Source: an optimization exercise on an open RTL-to-GDS flow (aim: small area and a short achievable clock period). Production flows keep margins and buffers that such runs may drop. In this exercise RTL edits were held to simulation tests only and were not proved equivalent to the original. Power is estimated from default activity; no workload was simulated.

==> flow/design.v <==
module mem_wb_stage_param #(
    parameter int DATA_W   = 32,
    parameter int ADDR_W   = 7,
    parameter int REG_W    = 5,
    parameter int READ_LAT = 3
) (
    input  logic              clk,
    input  logic              reset,
    input  logic              valid_MEM,
    input  logic              MemRead_MEM,
    input  logic              MemWrite_MEM,
    input  logic              ByteOp_MEM,
    input  logic              Unsigned_MEM,
    input  logic              ResultSrc_MEM,
    input  logic              RegWrite_MEM,
    input  logic [REG_W-1:0]  rd_MEM,
    input  logic [DATA_W-1:0] alu_result_MEM,
    input  logic [DATA_W-1:0] write_data_MEM,
    output logic              stall_MEM,
    output logic [DATA_W-1:0] mem_data_WB,
    output logic [DATA_W-1:0] alu_result_WB,
    output logic              ResultSrc_WB,
    output logic              RegWrite_WB,
    output logic              valid_WB,
    output logic [REG_W-1:0]  rd_WB
);
    localparam int DEPTH = 1 << ADDR_W;
    logic              is_store, is_load;
    logic [ADDR_W-1:0] addr;
    logic              phase;
    logic              w1, w0;           
    assign addr     = alu_result_MEM[ADDR_W-1:0];
    assign is_store = valid_MEM & MemWrite_MEM;
    assign is_load  = valid_MEM & MemRead_MEM & ~MemWrite_MEM;
    always_ff @(posedge clk) phase <= ~phase;
    logic              st_lo, st_hi;
    logic              st_lo_q, st_hi_q;    
    logic [DEPTH-1:0]  wsel;                
    logic [DATA_W-1:0] n_col;               
    assign st_lo = is_store;
    assign st_hi = is_store & ~ByteOp_MEM;
    always_ff @(posedge clk) begin
        st_lo_q <= st_lo;
        st_hi_q <= st_hi;
        for (int b = 0; b < DATA_W; b++)
            n_col[b] <= ~(((b < 8) ? st_lo : st_hi) & (write_data_MEM[b] ^ phase));
    end
    logic [DEPTH-1:0] sel_q, rsel;
    always_ff @(posedge clk) begin
        for (int r = 0; r < DEPTH; r++)
            sel_q[r] <= (addr == ADDR_W'(r));
    end
    assign wsel = sel_q;
    assign rsel = sel_q;
    logic [DATA_W*DEPTH-1:0] mem_q;
    genvar gr;
    generate
        for (gr = 0; gr < DEPTH; gr++) begin : g_row
            logic              a_lo, a_hi, nsel;
            logic [DATA_W-1:0] d;
            assign a_lo = wsel[gr] & st_lo_q;
            assign a_hi = wsel[gr] & st_hi_q;
            assign nsel = ~wsel[gr];
            mem_wb_wrow #(.W(DATA_W)) u_wrow (
                .q(mem_q[gr*DATA_W +: DATA_W]), .a_lo(a_lo), .a_hi(a_hi),
                .nsel(nsel), .n_col(n_col), .d(d));
            always_ff @(posedge clk)
                mem_q[gr*DATA_W +: DATA_W] <= d;
        end
    endgenerate
    localparam int NBANK = 4;
    localparam int BROWS = DEPTH / NBANK;       
    localparam int N3    = 10;                  
    localparam int N2    = 1;                   
    localparam int NGRP  = N3 + N2;
    logic [NBANK-1:0][NGRP-1:0][DATA_W-1:0] grp_n;   
    logic [NBANK-1:0][DATA_W-1:0]           bank_w, bank_q;
    genvar gk, gg;
    generate
        for (gk = 0; gk < NBANK; gk++) begin : g_bank
            for (gg = 0; gg < N3; gg++) begin : g_rd3
                localparam int R0 = gk * BROWS + 3 * gg;
                mem_wb_rd3 #(.W(DATA_W)) u_rd3 (
                    .d0(mem_q[R0*DATA_W +: DATA_W]),     .s0(rsel[R0]),
                    .d1(mem_q[(R0+1)*DATA_W +: DATA_W]), .s1(rsel[R0+1]),
                    .d2(mem_q[(R0+2)*DATA_W +: DATA_W]), .s2(rsel[R0+2]),
                    .y_n(grp_n[gk][gg]));
            end
            for (gg = 0; gg < N2; gg++) begin : g_rd2
                localparam int R0 = gk * BROWS + 3 * N3 + 2 * gg;
                mem_wb_rd2 #(.W(DATA_W)) u_rd2 (
                    .d0(mem_q[R0*DATA_W +: DATA_W]),     .s0(rsel[R0]),
                    .d1(mem_q[(R0+1)*DATA_W +: DATA_W]), .s1(rsel[R0+1]),
                    .y_n(grp_n[gk][N3+gg]));
            end
        end
    endgenerate
    always_comb begin
        for (int k = 0; k < NBANK; k++) begin
            bank_w[k] = '1;
            for (int g = 0; g < NGRP; g++)
                bank_w[k] = bank_w[k] & grp_n[k][g];
            bank_w[k] = ~bank_w[k];
        end
    end
    always_ff @(posedge clk) bank_q <= bank_w;
    logic [DATA_W-1:0] rword, rdata, load_data;
    always_comb begin
        rword = '0;
        for (int k = 0; k < NBANK; k++)
            rword = rword | bank_q[k];
    end
    assign rdata = rword ^ {DATA_W{~phase}};
    always_comb begin
        load_data = rdata;
        if (ByteOp_MEM)
            load_data = Unsigned_MEM ? DATA_W'(rdata[7:0]) : DATA_W'($signed(rdata[7:0]));
    end
    assign stall_MEM = w1 | (~w0 & is_load);
    always_ff @(posedge clk) begin
        if (reset) begin
            w1 <= 1'b0;
            w0 <= 1'b0;
        end else begin
            w1 <= ~w1 & ~w0 & is_load;
            w0 <= w1;
        end
    end
    always_ff @(posedge clk) begin
        if (reset) begin
            mem_data_WB   <= '0;
            alu_result_WB <= '0;
            ResultSrc_WB  <= 1'b0;
            RegWrite_WB   <= 1'b0;
            valid_WB      <= 1'b0;
            rd_WB         <= '0;
        end else if (stall_MEM) begin
            valid_WB    <= 1'b0;
            RegWrite_WB <= 1'b0;
        end else begin
            valid_WB      <= valid_MEM;
            RegWrite_WB   <= valid_MEM & RegWrite_MEM;
            ResultSrc_WB  <= ResultSrc_MEM;
            rd_WB         <= rd_MEM;
            alu_result_WB <= alu_result_MEM;
            if (is_load)
                mem_data_WB <= load_data;
        end
    end
endmodule
module mem_wb_wrow #(
    parameter int W = 32
) (
    input  logic [W-1:0] q,
    input  logic         a_lo,
    input  logic         a_hi,
    input  logic         nsel,
    input  logic [W-1:0] n_col,
    output logic [W-1:0] d
);
    always_comb begin
        for (int b = 0; b < W; b++)
            d[b] = ~((q[b] | ((b < 8) ? a_lo : a_hi)) & (nsel | n_col[b]));
    end
endmodule
module mem_wb_rd3 #(
    parameter int W = 32
) (
    input  logic [W-1:0] d0,
    input  logic         s0,
    input  logic [W-1:0] d1,
    input  logic         s1,
    input  logic [W-1:0] d2,
    input  logic         s2,
    output logic [W-1:0] y_n
);
    assign y_n = ~((d0 & {W{s0}}) | (d1 & {W{s1}}) | (d2 & {W{s2}}));
endmodule
module mem_wb_rd2 #(
    parameter int W = 32
) (
    input  logic [W-1:0] d0,
    input  logic         s0,
    input  logic [W-1:0] d1,
    input  logic         s1,
    output logic [W-1:0] y_n
);
    assign y_n = ~((d0 & {W{s0}}) | (d1 & {W{s1}}));
endmodule
Settings: LEC_CHECK=0, CAP_MARGIN=20, CORE_MARGIN=2, CORE_UTILIZATION=65, CTS_CLUSTER_DIAMETER=80, CTS_CLUSTER_SIZE=24, SETUP_SLACK_MARGIN=2.75, SLEW_MARGIN=20, SYNTH_HIERARCHICAL=1, SYNTH_MINIMUM_KEEP_SIZE=0; clock period 5.6 ns.
run.sh (not shown) runs the stock make flow with config.mk's settings and CLKGATE_MAP_FILE= SYNTH_SCRIPT=/design/flow/synth_recipe.tcl, a recipe that flattens the netlist after the stock synthesis.
==> next run, changes <==
--- a/flow/design.v
+++ b/flow/design.v
@@ -117,5 +117,9 @@
             load_data = Unsigned_MEM ? DATA_W'(rdata[7:0]) : DATA_W'($signed(rdata[7:0]));
     end
-    assign stall_MEM = w1 | (~w0 & is_load);
+    logic stall;
+    assign stall = w1 | (~w0 & is_load);
+    mem_wb_stall u_stall_out (
+        .w1(w1), .w0(w0), .valid(valid_MEM), .rd(MemRead_MEM), .wr(MemWrite_MEM),
+        .stall(stall_MEM));
     always_ff @(posedge clk) begin
         if (reset) begin
@@ -135,5 +139,5 @@
             valid_WB      <= 1'b0;
             rd_WB         <= '0;
-        end else if (stall_MEM) begin
+        end else if (stall) begin
             valid_WB    <= 1'b0;
             RegWrite_WB <= 1'b0;
@@ -149,4 +153,14 @@
     end
 endmodule
+module mem_wb_stall (
+    input  logic w1,
+    input  logic w0,
+    input  logic valid,
+    input  logic rd,
+    input  logic wr,
+    output logic stall
+);
+    assign stall = w1 | (~w0 & valid & rd & ~wr);
+endmodule
 module mem_wb_wrow #(
     parameter int W = 32
The changed run finished clean; clock power stays flat; clock skew is about the same; die area barely changes; sequential power barely changes; core utilization goes down by 0.14 points; hold slack is about the same; combinational power goes down by about 3%; maximum frequency goes down by 0.77%; sequential share of layout area goes up by 0.18 points; count of clock-buffer cells in the layout goes down by 2; worst setup slack is worse by 0.023 ns; non-clock buffer count stays the same.

==> afterwards: timing with drivers on the ports <==
The results above use ideal ports. As a check the final layouts listed here were re-extracted and re-timed, cells and wires unchanged.
Step 1 (the two cells are an assumption about what drives the block):
set clk [get_ports {clk}]
set_driving_cell -lib_cell sky130_fd_sc_hd__clkbuf_16 $clk
set_driving_cell -lib_cell sky130_fd_sc_hd__buf_2 [delete_from_list [all_inputs] $clk]
Step 2 times the ports against the registers' clock, not the clock port: input delays grow and output delays shrink by t, the midpoint of the rising clock arrivals with the driver on.
Three values: no drivers, after step 1, after step 2; two values: the first two.
| run | shift t [ns] | setup WS [ns] | cell pins on the clock port's net |
|---|---|---|---|
| the first run | 0.983 | 2.691 / 2.647 / 2.244 | 1 |
| the second run | 0.978 | 2.668 / 2.621 / 1.986 | 1 |
After both steps setup and hold are still met in every run listed. The setup slack of the second run, which loses most, moves by -0.047 ns with the drivers and by -0.682 ns with both steps.
